Context: an optimization exercise on an open-source flow, tuned for small area and a short achievable clock period. The choices shown serve that exercise and are no tape-out recipe.
RTL that was checked went through simulation tests only; none was proved equivalent to the original.
No driver is modelled on the clock port, so clocking that relies on it looks cheaper here than on a real chip.
Power and IR drop assume default switching activity.

==> module video_top, before the edit <==
module video_top (
	input  wire        I_clk,
	input  wire        rst_n1,
	input  wire        de_in,
	input  wire        vs_n_in,    
	input  wire  [7:0] r_in,
	input  wire  [7:0] g_in,
	input  wire  [7:0] b_in,
	output logic       de_out,
	output logic       hs_out,
	output logic       vs_out,
	output logic [7:0] r_out,
	output logic [7:0] g_out,
	output logic [7:0] b_out,
	output logic       overflow,   
	output logic       underflow   
);
	logic        vs_n_d;
	logic        armed;
	logic        wr_en_n;   
	logic [15:0] wr_pixel;
	logic        tg;        
	logic        frame_start;
	assign frame_start = vs_n_d & ~vs_n_in;
	assign wr_en_n     = de_in & (armed | frame_start);
	always_ff @(posedge I_clk or negedge rst_n1)
	begin
		if (!rst_n1)
		begin
			vs_n_d <= 1'b1;
			armed  <= 1'b0;
		end
		else
		begin
			vs_n_d <= vs_n_in;
			if (frame_start)
				armed <= 1'b1;
		end
	end
	always_ff @(posedge I_clk)
		wr_pixel <= {r_in[7:3], g_in[7:2], b_in[7:3]} ^ {16{~tg}};
	logic [4:0] h;
	logic [2:0] v;
	logic       rd_en_n;   
	logic       h_last;
	logic       v_act;
	assign h_last  = (h == 5'd23);
	assign v_act   = (v >= 3'd3) && (v < 3'd7);
	assign rd_en_n = (h >= 5'd4) && (h < 5'd20) && v_act;
	always_ff @(posedge I_clk or negedge rst_n1)
	begin
		if (!rst_n1)
		begin
			h      <= 5'd22;  
			v      <= 3'd7;
			de_out <= 1'b0;
			hs_out <= 1'b0;
			vs_out <= 1'b0;
		end
		else
		begin
			h      <= h_last ? 5'd0 : h + 5'd1;
			if (h_last)
				v <= v + 3'd1;  
			de_out <= (h >= 5'd6) && (h < 5'd22) && v_act;
			hs_out <= (h < 5'd2);
			vs_out <= (v == 3'd0);
		end
	end
	logic [15:0] s [0:63];
	logic [6:0]  count;
	logic        wr_ok;     
	logic        rd_ok;     
	logic        keep_k;    
	logic        clr_k1;    
	logic        ce_wr;     
	logic        co_wr;     
	logic        wpar;      
	logic        ovf_ev;    
	logic        unf_ev;    
	logic [7:0]  wc;        
	logic [7:0]  wr;        
	logic [7:0]  hc [0:1];  
	logic [7:0]  hr;        
	logic       inc, dec;
	logic       is0, is1, is62, is63, is64;
	logic       full_n, empty_n, c63_n, wr_ok_n, rd_ok_n, wpar_n;
	always_comb
	begin
		inc     = wr_ok & ~rd_ok;
		dec     = rd_ok & ~wr_ok;
		is0     = (count == 7'd0);
		is1     = (count == 7'd1);
		is62    = (count == 7'd62);
		is63    = (count == 7'd63);
		is64    = count[6];
		full_n  = (is64 & ~rd_ok) | (is63 & inc);
		empty_n = (is0 & ~wr_ok) | (is1 & dec);
		c63_n   = (is63 & ~inc & ~dec) | (is62 & inc) | (is64 & dec);
		wr_ok_n = wr_en_n & ~full_n;
		rd_ok_n = rd_en_n & ~empty_n;
		wpar_n  = wpar ^ wr_ok;
	end
	always_ff @(posedge I_clk or negedge rst_n1)
	begin
		if (!rst_n1)
		begin
			tg        <= 1'b0;
			count     <= '0;
			wr_ok     <= 1'b0;
			rd_ok     <= 1'b0;
			keep_k    <= 1'b0;
			clr_k1    <= 1'b0;
			ce_wr     <= 1'b0;
			co_wr     <= 1'b0;
			wpar      <= 1'b0;
			ovf_ev    <= 1'b0;
			unf_ev    <= 1'b0;
			wc        <= 8'h01;
			wr        <= 8'h01;
			for (int q = 0; q < 2; q++)
				hc[q] <= 8'h01;
			hr        <= 8'h01;
			overflow  <= 1'b0;
			underflow <= 1'b0;
		end
		else
		begin
			tg     <= ~tg;
			if (inc)
				count <= count + 7'd1;
			else if (dec)
				count <= count - 7'd1;
			wr_ok  <= wr_ok_n;
			rd_ok  <= rd_ok_n;
			keep_k <= full_n & ~rd_ok_n;
			clr_k1 <= wr_ok_n & (~c63_n | rd_ok_n);
			ce_wr  <= wr_ok_n & ~wpar_n;
			co_wr  <= wr_ok_n & wpar_n;
			wpar   <= wpar_n;
			ovf_ev <= wr_en_n & full_n;
			unf_ev <= rd_en_n & empty_n;
			if (wr_ok)
			begin
				wc <= {wc[6:0], wc[7]};
				if (wc[7])
					wr <= {wr[6:0], wr[7]};
			end
			if (rd_ok)
			begin
				for (int q = 0; q < 2; q++)
					hc[q] <= {hc[q][6:0], hc[q][7]};
				if (hc[0][7])
					hr <= {hr[6:0], hr[7]};
			end
			if (ovf_ev)
				overflow <= 1'b1;
			if (unf_ev)
				underflow <= 1'b1;
		end
	end
	logic [7:0]  xk;
	logic [7:0]  xk1;
	logic [7:0]  zc;
	logic [63:0] rsel;
	logic [15:0] ce;    
	logic [15:0] co;    
	always_comb
	begin
		xk  = wc & {8{~keep_k}};
		xk1 = wc & {8{clr_k1}};
		zc  = xk | {xk1[6:0], 1'b0};
		for (int a = 0; a < 8; a++)
		begin
			rsel[8*a] = (wr[a] & xk[0]) | (wr[(a + 7) % 8] & xk1[7]);
			for (int b = 1; b < 8; b++)
				rsel[8*a+b] = wr[a] & zc[b];
		end
		ce = {16{~ce_wr}} | wr_pixel;
		co = {16{~co_wr}} | wr_pixel;
	end
	always_ff @(posedge I_clk)
	begin
		for (int i = 0; i < 64; i++)
			s[i] <= ~(s[i] | ({16{rsel[i]}} & ((i % 2 == 0) ? ce : co)));
	end
	logic [15:0] rd_lo;
	logic [15:0] rd_hi;
	logic [15:0] rd_lo_d;
	logic [15:0] rd_hi_d;
	logic [15:0] row_data [0:7];
	logic        okd;
	always_comb
	begin
		for (int i = 0; i < 8; i++)
		begin
			row_data[i] = '0;
			for (int j = 0; j < 8; j++)
				row_data[i] = row_data[i] | (s[8*i+j] & {16{hc[i/4][j]}});
		end
		rd_lo_d = '0;
		rd_hi_d = '0;
		for (int i = 0; i < 4; i++)
		begin
			rd_lo_d = rd_lo_d | (row_data[i] & {16{hr[i]}});
			rd_hi_d = rd_hi_d | (row_data[i+4] & {16{hr[i+4]}});
		end
	end
	logic [15:0] pix_q;
	always_ff @(posedge I_clk)
	begin
		rd_lo <= rd_lo_d;
		rd_hi <= rd_hi_d;
		okd   <= rd_ok;
		pix_q <= okd ? ((rd_lo | rd_hi) ^ {16{~tg}}) : 16'd0;  
	end
	assign r_out = {pix_q[15:11], 3'b000};
	assign g_out = {pix_q[10:5], 2'b00};
	assign b_out = {pix_q[4:0], 3'b000};
endmodule
export LEC_CHECK = 0
export CAP_MARGIN = 20
export CORE_MARGIN = 2
export CORE_UTILIZATION = 60
export CTS_CLUSTER_DIAMETER = 100
export CTS_CLUSTER_SIZE = 25
export SETUP_SLACK_MARGIN = 2.25
export SLEW_MARGIN = 20
create_clock -name core_clock -period 4.0 [get_ports {I_clk}]
standard.sh (not shown) runs the stock make flow with config.mk's settings and CLKGATE_MAP_FILE= SYNTH_SCRIPT=/design/flow/synth_recipe.tcl, a recipe that flattens the netlist after the stock synthesis.
==> flow/flow/run.sh <==
#!/bin/bash
# Standard layout, except that the clock port drives the first level of the
# clock tree directly: after CTS the root buffer CTS puts at the port (which
# drives only the few buffers of the next level) is removed and those
# buffers are connected to the port net. Every register keeps the same
# number of buffer levels from the port, so the tree stays balanced.
set -euo pipefail
here=$(pwd)
res=$here/orfs/results/$FLOW_PLATFORM/video_top/base
bash standard.sh synth > $here/make_synth.log 2>&1
bash standard.sh floorplan place cts > $here/make_place_cts.log 2>&1
FLOW_RES=$res openroad -no_init -exit $here/flow/rootfix.tcl > $here/rootfix.log 2>&1
bash standard.sh finish > $here/make_finish.log 2>&1
Other scripts of this flow, unchanged in this note and not shown: flow/flow/rootfix.tcl
Rerun with:
--- a/flow/design.v
+++ b/flow/design.v
@@ -118,11 +118,11 @@
 	logic        wpar;      
 	logic        ovf_ev;    
 	logic        unf_ev;    
 	logic [7:0]  wc;        
 	logic [7:0]  wr;        
-	logic [7:0]  hc [0:1];  
+	logic [7:0]  hc [0:0];  
 	logic [7:0]  hr;        
 	logic       inc, dec;
 	logic       is0, is1, is62, is63, is64;
 	logic       full_n, empty_n, c63_n, wr_ok_n, rd_ok_n, wpar_n;
 	always_comb
@@ -156,11 +156,11 @@
 			wpar      <= 1'b0;
 			ovf_ev    <= 1'b0;
 			unf_ev    <= 1'b0;
 			wc        <= 8'h01;
 			wr        <= 8'h01;
-			for (int q = 0; q < 2; q++)
+			for (int q = 0; q < 1; q++)
 				hc[q] <= 8'h01;
 			hr        <= 8'h01;
 			overflow  <= 1'b0;
 			underflow <= 1'b0;
 		end
@@ -186,11 +186,11 @@
 				if (wc[7])
 					wr <= {wr[6:0], wr[7]};
 			end
 			if (rd_ok)
 			begin
-				for (int q = 0; q < 2; q++)
+				for (int q = 0; q < 1; q++)
 					hc[q] <= {hc[q][6:0], hc[q][7]};
 				if (hc[0][7])
 					hr <= {hr[6:0], hr[7]};
 			end
 			if (ovf_ev)
@@ -234,11 +234,11 @@
 	begin
 		for (int i = 0; i < 8; i++)
 		begin
 			row_data[i] = '0;
 			for (int j = 0; j < 8; j++)
-				row_data[i] = row_data[i] | (s[8*i+j] & {16{hc[i/4][j]}});
+				row_data[i] = row_data[i] | (s[8*i+j] & {16{hc[0][j]}});
 		end
 		rd_lo_d = '0;
 		rd_hi_d = '0;
 		for (int i = 0; i < 4; i++)
 		begin
Sequential share of layout area is lower by 1.9 points. Clock power rose slightly. Power rose slightly. Sequential power stays flat. Register-to-register slack is worse by 50 ps. Flip-flop and latch count falls by 8. Global-route usage rises by 5.0 points. Count of clock-buffer cells in the layout came out higher by 3.
Only the layout flow was run in the second run of this note; the RTL was not checked for function there.

---

The RTL this note starts from:
==> flow/design.v <==
`default_nettype none
package video_pkg;
	localparam int H_TOTAL  = 24;  
	localparam int H_SYNC   = 2;   
	localparam int H_BPORCH = 4;   
	localparam int H_RES    = 16;  
	localparam int V_TOTAL  = 8;   
	localparam int V_SYNC   = 1;   
	localparam int V_BPORCH = 2;   
	localparam int V_RES    = 4;   
	localparam logic HS_POL = 1'b1;
	localparam logic VS_POL = 1'b1;
	localparam int ALIGN_DEPTH = 2;
	localparam int CNT_W = 5;
	typedef enum logic [1:0] {
		PH_SYNC,    
		PH_BPORCH,  
		PH_ACTIVE,  
		PH_FPORCH   
	} line_phase_t;
	typedef struct packed {
		logic [7:0] r;
		logic [7:0] g;
		logic [7:0] b;
	} rgb888_t;
endpackage
`default_nettype wire
`default_nettype none
package buffer_pkg;
	typedef struct packed {
		logic [4:0] r;  
		logic [5:0] g;  
		logic [4:0] b;  
	} rgb565_t;
	localparam int FIFO_DEPTH = 64;  
	localparam int FIFO_AW    = 6;   
endpackage
`default_nettype wire
`timescale 1ns/1ps
`default_nettype none
module video_top (
	input  wire        I_clk,
	input  wire        rst_n1,
	input  wire        de_in,
	input  wire        vs_n_in,    
	input  wire  [7:0] r_in,
	input  wire  [7:0] g_in,
	input  wire  [7:0] b_in,
	output logic       de_out,
	output logic       hs_out,
	output logic       vs_out,
	output logic [7:0] r_out,
	output logic [7:0] g_out,
	output logic [7:0] b_out,
	output logic       overflow,   
	output logic       underflow   
);
	logic        vs_n_d;
	logic        armed;
	logic        wr_en_n;   
	logic [15:0] wr_pixel;
	logic        tg;        
	logic        frame_start;
	assign frame_start = vs_n_d & ~vs_n_in;
	assign wr_en_n     = de_in & (armed | frame_start);
	always_ff @(posedge I_clk or negedge rst_n1)
	begin
		if (!rst_n1)
		begin
			vs_n_d <= 1'b1;
			armed  <= 1'b0;
		end
		else
		begin
			vs_n_d <= vs_n_in;
			if (frame_start)
				armed <= 1'b1;
		end
	end
	always_ff @(posedge I_clk)
		wr_pixel <= {r_in[7:3], g_in[7:2], b_in[7:3]} ^ {16{~tg}};
	logic [4:0] h;
	logic [2:0] v;
	logic       rd_en_n;   
	logic       h_last;
	logic       v_act;
	assign h_last  = (h == 5'd23);
	assign v_act   = (v >= 3'd3) && (v < 3'd7);
	assign rd_en_n = (h >= 5'd4) && (h < 5'd20) && v_act;
	always_ff @(posedge I_clk or negedge rst_n1)
	begin
		if (!rst_n1)
		begin
			h      <= 5'd22;  
			v      <= 3'd7;
			de_out <= 1'b0;
			hs_out <= 1'b0;
			vs_out <= 1'b0;
		end
		else
		begin
			h      <= h_last ? 5'd0 : h + 5'd1;
			if (h_last)
				v <= v + 3'd1;  
			de_out <= (h >= 5'd6) && (h < 5'd22) && v_act;
			hs_out <= (h < 5'd2);
			vs_out <= (v == 3'd0);
		end
	end
	logic [15:0] s [0:63];
	logic [6:0]  count;
	logic        wr_ok;     
	logic        rd_ok;     
	logic        clr_k;     
	logic        clr_k1;    
	logic        ce_wr;     
	logic        co_wr;     
	logic        wpar;      
	logic        ovf_ev;    
	logic        unf_ev;    
	logic [7:0]  wc;        
	logic [7:0]  wr;        
	logic [7:0]  hc [0:3];  
	logic [7:0]  hr;        
	logic       inc, dec;
	logic       is0, is1, is62, is63, is64;
	logic       full_n, empty_n, c63_n, wr_ok_n, rd_ok_n, wpar_n;
	always_comb
	begin
		inc     = wr_ok & ~rd_ok;
		dec     = rd_ok & ~wr_ok;
		is0     = (count == 7'd0);
		is1     = (count == 7'd1);
		is62    = (count == 7'd62);
		is63    = (count == 7'd63);
		is64    = count[6];
		full_n  = (is64 & ~rd_ok) | (is63 & inc);
		empty_n = (is0 & ~wr_ok) | (is1 & dec);
		c63_n   = (is63 & ~inc & ~dec) | (is62 & inc) | (is64 & dec);
		wr_ok_n = wr_en_n & ~full_n;
		rd_ok_n = rd_en_n & ~empty_n;
		wpar_n  = wpar ^ wr_ok;
	end
	always_ff @(posedge I_clk or negedge rst_n1)
	begin
		if (!rst_n1)
		begin
			tg        <= 1'b0;
			count     <= '0;
			wr_ok     <= 1'b0;
			rd_ok     <= 1'b0;
			clr_k     <= 1'b1;
			clr_k1    <= 1'b0;
			ce_wr     <= 1'b0;
			co_wr     <= 1'b0;
			wpar      <= 1'b0;
			ovf_ev    <= 1'b0;
			unf_ev    <= 1'b0;
			wc        <= 8'h01;
			wr        <= 8'h01;
			for (int q = 0; q < 4; q++)
				hc[q] <= 8'h01;
			hr        <= 8'h01;
			overflow  <= 1'b0;
			underflow <= 1'b0;
		end
		else
		begin
			tg     <= ~tg;
			if (inc)
				count <= count + 7'd1;
			else if (dec)
				count <= count - 7'd1;
			wr_ok  <= wr_ok_n;
			rd_ok  <= rd_ok_n;
			clr_k  <= ~full_n | rd_ok_n;
			clr_k1 <= wr_ok_n & (~c63_n | rd_ok_n);
			ce_wr  <= wr_ok_n & ~wpar_n;
			co_wr  <= wr_ok_n & wpar_n;
			wpar   <= wpar_n;
			ovf_ev <= wr_en_n & full_n;
			unf_ev <= rd_en_n & empty_n;
			if (wr_ok)
			begin
				wc <= {wc[6:0], wc[7]};
				if (wc[7])
					wr <= {wr[6:0], wr[7]};
			end
			if (rd_ok)
			begin
				for (int q = 0; q < 4; q++)
					hc[q] <= {hc[q][6:0], hc[q][7]};
				if (hc[0][7])
					hr <= {hr[6:0], hr[7]};
			end
			if (ovf_ev)
				overflow <= 1'b1;
			if (unf_ev)
				underflow <= 1'b1;
		end
	end
	logic [7:0]  xk;
	logic [7:0]  xk1;
	logic [7:0]  zc;
	logic [63:0] rsel;
	logic [15:0] ce;    
	logic [15:0] co;    
	always_comb
	begin
		xk  = wc & {8{clr_k}};
		xk1 = wc & {8{clr_k1}};
		zc  = xk | {xk1[6:0], 1'b0};
		for (int a = 0; a < 8; a++)
		begin
			rsel[8*a] = (wr[a] & xk[0]) | (wr[(a + 7) % 8] & xk1[7]);
			for (int b = 1; b < 8; b++)
				rsel[8*a+b] = wr[a] & zc[b];
		end
		ce = {16{~ce_wr}} | wr_pixel;
		co = {16{~co_wr}} | wr_pixel;
	end
	always_ff @(posedge I_clk)
	begin
		for (int i = 0; i < 64; i++)
			s[i] <= ~(s[i] | ({16{rsel[i]}} & ((i % 2 == 0) ? ce : co)));
	end
	logic [15:0] rd_raw;
	logic [15:0] rd_raw_d;
	logic [15:0] row_data [0:7];
	logic        okd;
	always_comb
	begin
		for (int i = 0; i < 8; i++)
		begin
			row_data[i] = '0;
			for (int j = 0; j < 8; j++)
				row_data[i] = row_data[i] | (s[8*i+j] & {16{hc[i/2][j]}});
		end
		rd_raw_d = '0;
		for (int i = 0; i < 8; i++)
			rd_raw_d = rd_raw_d | (row_data[i] & {16{hr[i]}});
	end
	logic [15:0] pix_q;
	always_ff @(posedge I_clk)
	begin
		rd_raw <= rd_raw_d;
		okd    <= rd_ok;
		pix_q  <= okd ? (rd_raw ^ {16{~tg}}) : 16'd0;  
	end
	assign r_out = {pix_q[15:11], 3'b000};
	assign g_out = {pix_q[10:5], 2'b00};
	assign b_out = {pix_q[4:0], 3'b000};
endmodule
`default_nettype wire
Settings: LEC_CHECK=0, CAP_MARGIN=20, CORE_MARGIN=2, CORE_UTILIZATION=60, CTS_CLUSTER_DIAMETER=100, CTS_CLUSTER_SIZE=25, SETUP_SLACK_MARGIN=2.0, SLEW_MARGIN=20; clock period 4.0 ns.
run.sh (not shown) runs the stock make flow with config.mk's settings and CLKGATE_MAP_FILE= SYNTH_SCRIPT=/design/flow/synth_recipe.tcl, a recipe that flattens the netlist after the stock synthesis.
Stock flow here: none of the scripts above is used.
Edit:
--- a/flow/design.v
+++ b/flow/design.v
@@ -110,9 +110,9 @@
 	logic [15:0] s [0:63];
 	logic [6:0]  count;
 	logic        wr_ok;     
 	logic        rd_ok;     
-	logic        clr_k;     
+	logic        keep_k;    
 	logic        clr_k1;    
 	logic        ce_wr;     
 	logic        co_wr;     
 	logic        wpar;      
@@ -148,9 +148,9 @@
 			tg        <= 1'b0;
 			count     <= '0;
 			wr_ok     <= 1'b0;
 			rd_ok     <= 1'b0;
-			clr_k     <= 1'b1;
+			keep_k    <= 1'b0;
 			clr_k1    <= 1'b0;
 			ce_wr     <= 1'b0;
 			co_wr     <= 1'b0;
 			wpar      <= 1'b0;
@@ -172,9 +172,9 @@
 			else if (dec)
 				count <= count - 7'd1;
 			wr_ok  <= wr_ok_n;
 			rd_ok  <= rd_ok_n;
-			clr_k  <= ~full_n | rd_ok_n;
+			keep_k <= full_n & ~rd_ok_n;
 			clr_k1 <= wr_ok_n & (~c63_n | rd_ok_n);
 			ce_wr  <= wr_ok_n & ~wpar_n;
 			co_wr  <= wr_ok_n & wpar_n;
 			wpar   <= wpar_n;
@@ -206,9 +206,9 @@
 	logic [15:0] ce;    
 	logic [15:0] co;    
 	always_comb
 	begin
-		xk  = wc & {8{clr_k}};
+		xk  = wc & {8{~keep_k}};
 		xk1 = wc & {8{clr_k1}};
 		zc  = xk | {xk1[6:0], 1'b0};
 		for (int a = 0; a < 8; a++)
 		begin
@@ -223,10 +223,12 @@
 	begin
 		for (int i = 0; i < 64; i++)
 			s[i] <= ~(s[i] | ({16{rsel[i]}} & ((i % 2 == 0) ? ce : co)));
 	end
-	logic [15:0] rd_raw;
-	logic [15:0] rd_raw_d;
+	logic [15:0] rd_lo;
+	logic [15:0] rd_hi;
+	logic [15:0] rd_lo_d;
+	logic [15:0] rd_hi_d;
 	logic [15:0] row_data [0:7];
 	logic        okd;
 	always_comb
 	begin
@@ -235,18 +237,23 @@
 			row_data[i] = '0;
 			for (int j = 0; j < 8; j++)
 				row_data[i] = row_data[i] | (s[8*i+j] & {16{hc[i/2][j]}});
 		end
-		rd_raw_d = '0;
-		for (int i = 0; i < 8; i++)
-			rd_raw_d = rd_raw_d | (row_data[i] & {16{hr[i]}});
+		rd_lo_d = '0;
+		rd_hi_d = '0;
+		for (int i = 0; i < 4; i++)
+		begin
+			rd_lo_d = rd_lo_d | (row_data[i] & {16{hr[i]}});
+			rd_hi_d = rd_hi_d | (row_data[i+4] & {16{hr[i+4]}});
+		end
 	end
 	logic [15:0] pix_q;
 	always_ff @(posedge I_clk)
 	begin
-		rd_raw <= rd_raw_d;
-		okd    <= rd_ok;
-		pix_q  <= okd ? (rd_raw ^ {16{~tg}}) : 16'd0;  
+		rd_lo <= rd_lo_d;
+		rd_hi <= rd_hi_d;
+		okd   <= rd_ok;
+		pix_q <= okd ? ((rd_lo | rd_hi) ^ {16{~tg}}) : 16'd0;  
 	end
 	assign r_out = {pix_q[15:11], 3'b000};
 	assign g_out = {pix_q[10:5], 2'b00};
 	assign b_out = {pix_q[4:0], 3'b000};
Utilization is lower by 1.5 points.
Sequential share of layout area came out higher by 1.6 points.
Cell count came out lower slightly.
Cell area came out lower slightly.
Clock-buffer cell count climbs by 3.

==> re-timing with driven ports <==
How much do the figures lean on ideal ports? The routed layouts below were timed once more, with nothing changed but the port constraints.
Step 1 (the two cells are an assumption about what drives the block):
set clk [get_ports {I_clk}]
set_driving_cell -lib_cell sky130_fd_sc_hd__clkbuf_16 $clk
set_driving_cell -lib_cell sky130_fd_sc_hd__buf_2 [delete_from_list [all_inputs] $clk]
Step 2 times the ports against the registers' clock, not the clock port: input delays grow and output delays shrink by t, the midpoint of the rising clock arrivals with the driver on.
a / b / c = ideal / step 1 / step 2; a / b = the first two.
run | t (ns) | setup slack, ns | hold slack, ns | clock arrival spread, ns | worst slew at a driven data input, ns | cell pins on the clock port's net
the first run of note 1 | 0.679 | 2.220 / 2.085 / 1.916 | 0.413 / 0.339 / 0.413 | 0.227 / 0.227 | 0.04 | 4
the second run of note 1 | 0.675 | 2.218 / 2.086 / 1.875 | 0.363 / 0.256 / 0.413 | 0.251 / 0.251 | 0.05 | 4
the first run of note 2 | 0.702 | 1.925 / 1.925 / 1.925 | 0.262 / 0.223 / 0.411 | 0.038 / 0.039 | 0.03 | 1
the second run of note 2 | 0.711 | 1.961 / 1.937 / 1.800 | 0.033 / -0.005 / 0.411 | 0.051 / 0.051 | 0.04 | 1
After both steps every run listed still meets setup and hold. The setup slack of the second run of note 1, which loses most, moves by -0.132 ns with the drivers and by -0.343 ns with both steps.
